Background: an optimization exercise with open tools, aiming at small area. Do not read the settings as production practice.
Function was checked by simulation only, so behaviour that the tests miss may differ from the original.

==> v26: inputs <==
// direction_to_cube_cross_texel
module direction_to_cube_cross_texel (
  input  logic               clk,
  input  logic               rst,
  input  logic               start,
  output logic               busy,
  input  logic signed [15:0] dir_x,
  input  logic signed [15:0] dir_y,
  input  logic signed [15:0] dir_z,
  input  logic               cfg_we,
  input  logic [10:0]        cfg_wdata,
  output logic               done,
  output logic               hit,
  output logic [2:0]         face,
  output logic [11:0]        texel_col,
  output logic [11:0]        texel_row,
  output logic [23:0]        texel_addr
);
Settings: LEC_CHECK=0, ABC_AREA=1, CAP_MARGIN=20, CORE_MARGIN=2, CORE_UTILIZATION=40, CTS_BUF_LIST=sky130_fd_sc_hd__clkbuf_16, CTS_CLUSTER_DIAMETER=110, CTS_CLUSTER_SIZE=28, SLEW_MARGIN=20; clock period 9.0 ns.
standard.sh (not shown) runs the stock make flow with config.mk's settings and CLKGATE_MAP_FILE= SYNTH_SCRIPT=/design/flow/synth_recipe.tcl, a recipe that flattens the netlist after the stock synthesis.
==> flow/flow/run.sh <==
#!/bin/bash
# The standard layout, except that the input and output port buffers use the smallest buffer cell
# (sky130_fd_sc_hd__buf_1) instead of the one buffer_ports picks by default.
set -euo pipefail
export BUFFER_PORTS_ARGS="-buffer_cell sky130_fd_sc_hd__buf_1"
bash standard.sh finish > standard.log 2>&1
==> v19: changes against v26 <==
==> flow/flow/run.sh (replaced) <==
#!/bin/bash
# The standard layout, except that the input and output port buffers use the smallest buffer cell
# (sky130_fd_sc_hd__buf_1), and after global routing ORFS's power recovery downsizes cells on
# up to 40% of the paths with positive slack.
set -euo pipefail
export BUFFER_PORTS_ARGS="-buffer_cell sky130_fd_sc_hd__buf_1"
export RECOVER_POWER=40
bash standard.sh finish > standard.log 2>&1
--- a/flow/config.mk
+++ b/flow/config.mk
@@ -11,5 +11,5 @@
 export CORE_UTILIZATION = 40
 export CTS_BUF_LIST = sky130_fd_sc_hd__clkbuf_16
-export CTS_CLUSTER_DIAMETER = 110
-export CTS_CLUSTER_SIZE = 28
+export CTS_CLUSTER_DIAMETER = 120
+export CTS_CLUSTER_SIZE = 24
 export SLEW_MARGIN = 20
==> v35: changes against v26 <==
==> flow/run.sh (new file) <==
#!/bin/bash
# synth_recipe.tcl (not shown) runs the flow's synth.tcl, then flattens the netlist and writes it again
# the make line also repeats each setting of config.mk as NAME=value (left out here)
make -C /OpenROAD-flow-scripts/flow DESIGN_CONFIG=/design/flow/config.mk WORK_HOME=/design/flow/orfs CLKGATE_MAP_FILE= SYNTH_SCRIPT=/design/flow/synth_recipe.tcl finish
--- a/flow/config.mk
+++ b/flow/config.mk
@@ -10,6 +10,3 @@
 export CORE_MARGIN = 2
 export CORE_UTILIZATION = 40
-export CTS_BUF_LIST = sky130_fd_sc_hd__clkbuf_16
-export CTS_CLUSTER_DIAMETER = 110
-export CTS_CLUSTER_SIZE = 28
 export SLEW_MARGIN = 20
removed: flow/flow/run.sh
removed: flow/standard.sh
==> run summary <==
item	v19	v26	v35
Overall via count from detail_route	42991	42979	43109
Met1 layer usage reported by global route	0.297	0.297	0.296
Number of buffers created by CTS	23	23	44
Layout fillers	12003	11981	11722
Beginning of the worst register-to-register path	ngr_s1	m_s3[1]	m_s1[1]
Cells resized by post-CTS repair	1	1	2
Wire length on met2	63.5 mm	62.8 mm	64.4 mm
Number of standard cells in the final layout excluding fillers	8341	8343	8400
Post-route worst setup slack	0.783 ns	0.776 ns	0.541 ns
Layout clock buffer count	23	23	54
GRT Util Overall	0.226	0.225	0.225
Total routed wire length on the met1 layer	59.9 mm	59.8 mm	59.5 mm
Uppermost layer routed	met5	met5	met4
Worst-case register-to-register setup slack	0.81 ns	0.84 ns	0.66 ns
Worst Reg2Reg Path Length in Cells	75	84	76
Net count reported at finish	7260	7258	7296
Outcome	failed layout checks	no timing/DRC/antenna violations	no timing/DRC/antenna violations
Reasons for failing layout checks	max-capacitance violations, max-slew violations	-	-


==> 09-25: inputs <==
direction_to_cube_cross_texel again, from the RTL that the note above started with.
// direction_to_cube_cross_texel
module direction_to_cube_cross_texel (
  input  logic               clk,
  input  logic               rst,
  input  logic               start,
  output logic               busy,
  input  logic signed [15:0] dir_x,
  input  logic signed [15:0] dir_y,
  input  logic signed [15:0] dir_z,
  input  logic               cfg_we,
  input  logic [10:0]        cfg_wdata,
  output logic               done,
  output logic               hit,
  output logic [2:0]         face,
  output logic [11:0]        texel_col,
  output logic [11:0]        texel_row,
  output logic [23:0]        texel_addr
);
  function automatic logic [15:0] absv(input logic [15:0] d);
    logic [15:0] r;
    logic c;
    c = d[15];
    for (int i = 0; i < 16; i++) begin
      r[i] = d[i] ^ d[15] ^ c;
      c = c & (d[i] ^ d[15]);
    end
    absv = r;
  endfunction
  function automatic logic gev(input logic [15:0] a, input logic [15:0] b);
    logic c;
    c = 1'b1;
    for (int i = 0; i < 16; i++) c = (a[i] & ~b[i]) | (c & (a[i] | ~b[i]));
    gev = c;
  endfunction
  function automatic logic [15:0] divrow(input logic [15:0] a, input logic [15:0] m);
    logic [15:0] d;
    logic c;
    logic [14:0] n;
    c = 1'b1;
    for (int i = 0; i < 16; i++) begin
      d[i] = ~m[i] ^ c;
      c = (a[i] & ~m[i]) | (c & (a[i] | ~m[i]));
    end
    for (int i = 0; i < 15; i++) n[i] = a[i] ^ (c & d[i]);
    divrow = {c, n};
  endfunction
  function automatic logic [16:0] decv(input logic [15:0] v);
    logic [16:0] r;
    logic b;
    b = 1'b1;
    for (int i = 0; i < 16; i++) begin
      r[i] = v[i] ^ b;
      b = b & ~v[i];
    end
    r[16] = v[15] ^ b;
    decv = r;
  endfunction
  function automatic logic [13:0] add14(input logic [13:0] a, input logic [13:0] b);
    logic [13:0] r;
    logic c;
  ...
Settings: LEC_CHECK=0, ABC_AREA=1, CAP_MARGIN=0, CORE_MARGIN=2, CORE_UTILIZATION=40, CTS_BUF_LIST=sky130_fd_sc_hd__clkbuf_16, CTS_CLUSTER_DIAMETER=120, CTS_CLUSTER_SIZE=24, SLEW_MARGIN=0; clock period 9.0 ns.
==> flow/flow/run.sh <==
#!/bin/bash
# The standard layout, except that the input and output port buffers use the smallest buffer cell
# (sky130_fd_sc_hd__buf_1) instead of the one buffer_ports picks by default.
set -euo pipefail
export BUFFER_PORTS_ARGS="-buffer_cell sky130_fd_sc_hd__buf_1"
bash standard.sh finish > standard.log 2>&1
==> 05-18: changes against 09-25 <==
==> flow/flow/run.sh (replaced) <==
#!/bin/bash
# The standard layout, with two area settings: the port buffers use the smallest buffer cell, and
# after global routing cells on paths with positive slack are downsized (ORFS's power recovery).
set -euo pipefail
export BUFFER_PORTS_ARGS="-buffer_cell sky130_fd_sc_hd__buf_1"
export RECOVER_POWER=100
bash standard.sh finish > standard.log 2>&1
- CAP_MARGIN: 0 -> 20
- CTS_BUF_LIST: sky130_fd_sc_hd__clkbuf_16 -> unset
- CTS_CLUSTER_DIAMETER: 120 -> unset
- CTS_CLUSTER_SIZE: 24 -> unset
- SLEW_MARGIN: 0 -> 20
==> results by group <==
Run status
  • Outcome: finished with violations
  • Layout Check Failures: capacitance limit, slew limit

Route
  • Met2 Wirelength: 63000 um

STA
  • Final Max Slew Viols: 25

Cells and area
  • Area occupied by multi-input gates: 31800 sq um

Job
  • Number of max-cap violations: 1

Critical path
  • WP buf/inv: 8

Global route
  • M1 GR Usage: 0.296
That was 05-18.
==> results by group <==
STA
  • Final Max Slew Viols: 0

Job
  • Number of max-cap violations: 0

Critical path
  • WP buf/inv: 7

Cells and area
  • Area occupied by multi-input gates: 31900 sq um

Run status
  • Outcome: finished clean

Global route
  • M1 GR Usage: 0.297
That was 09-25.

==> afterwards: timing with drivers on the ports <==
The flow's constraints put no driver on any port. The routed layouts listed below were extracted and timed again, unchanged, in two steps. Step 1: set_driving_cell puts a clkbuf_16 on clk and a buf_2 on each other input, an assumption about the parent block. Step 2, shift: input delay + t, output delay - t, t = (earliest + latest rising clock arrival at the registers) / 2. This alone moves slack from input paths to output paths. Three values: ideal ports, drivers, drivers and shift; two values: the first two.
| run | t, ns | setup slack, ns | hold WS [ns] | worst setup path after step 2 | cell pins on the clock port's net |
|---|---|---|---|---|---|
| v26 | 0.655 | 0.776 / 0.708 / 0.632 | 0.326 / 0.326 / 0.326 | input to register | 1 |
| v19 | 0.635 | 0.783 / 0.717 / 0.593 | 0.326 / 0.326 / 0.326 | input to register | 1 |
| v35 | 0.679 | 0.541 / 0.467 / 0.442 | 0.323 / 0.323 / 0.323 | input to register | 1 |
| 09-25 | 0.636 | 0.802 / 0.736 / 0.601 | 0.326 / 0.326 / 0.326 | input to register | 1 |
| 05-18 | 0.652 | 0.481 / 0.522 / -0.130 | 0.323 / 0.323 / 0.323 | input to register | 1 |
For 05-18, which loses most, drivers alone change the setup slack by +0.041 ns; drivers and shift together by -0.611 ns.
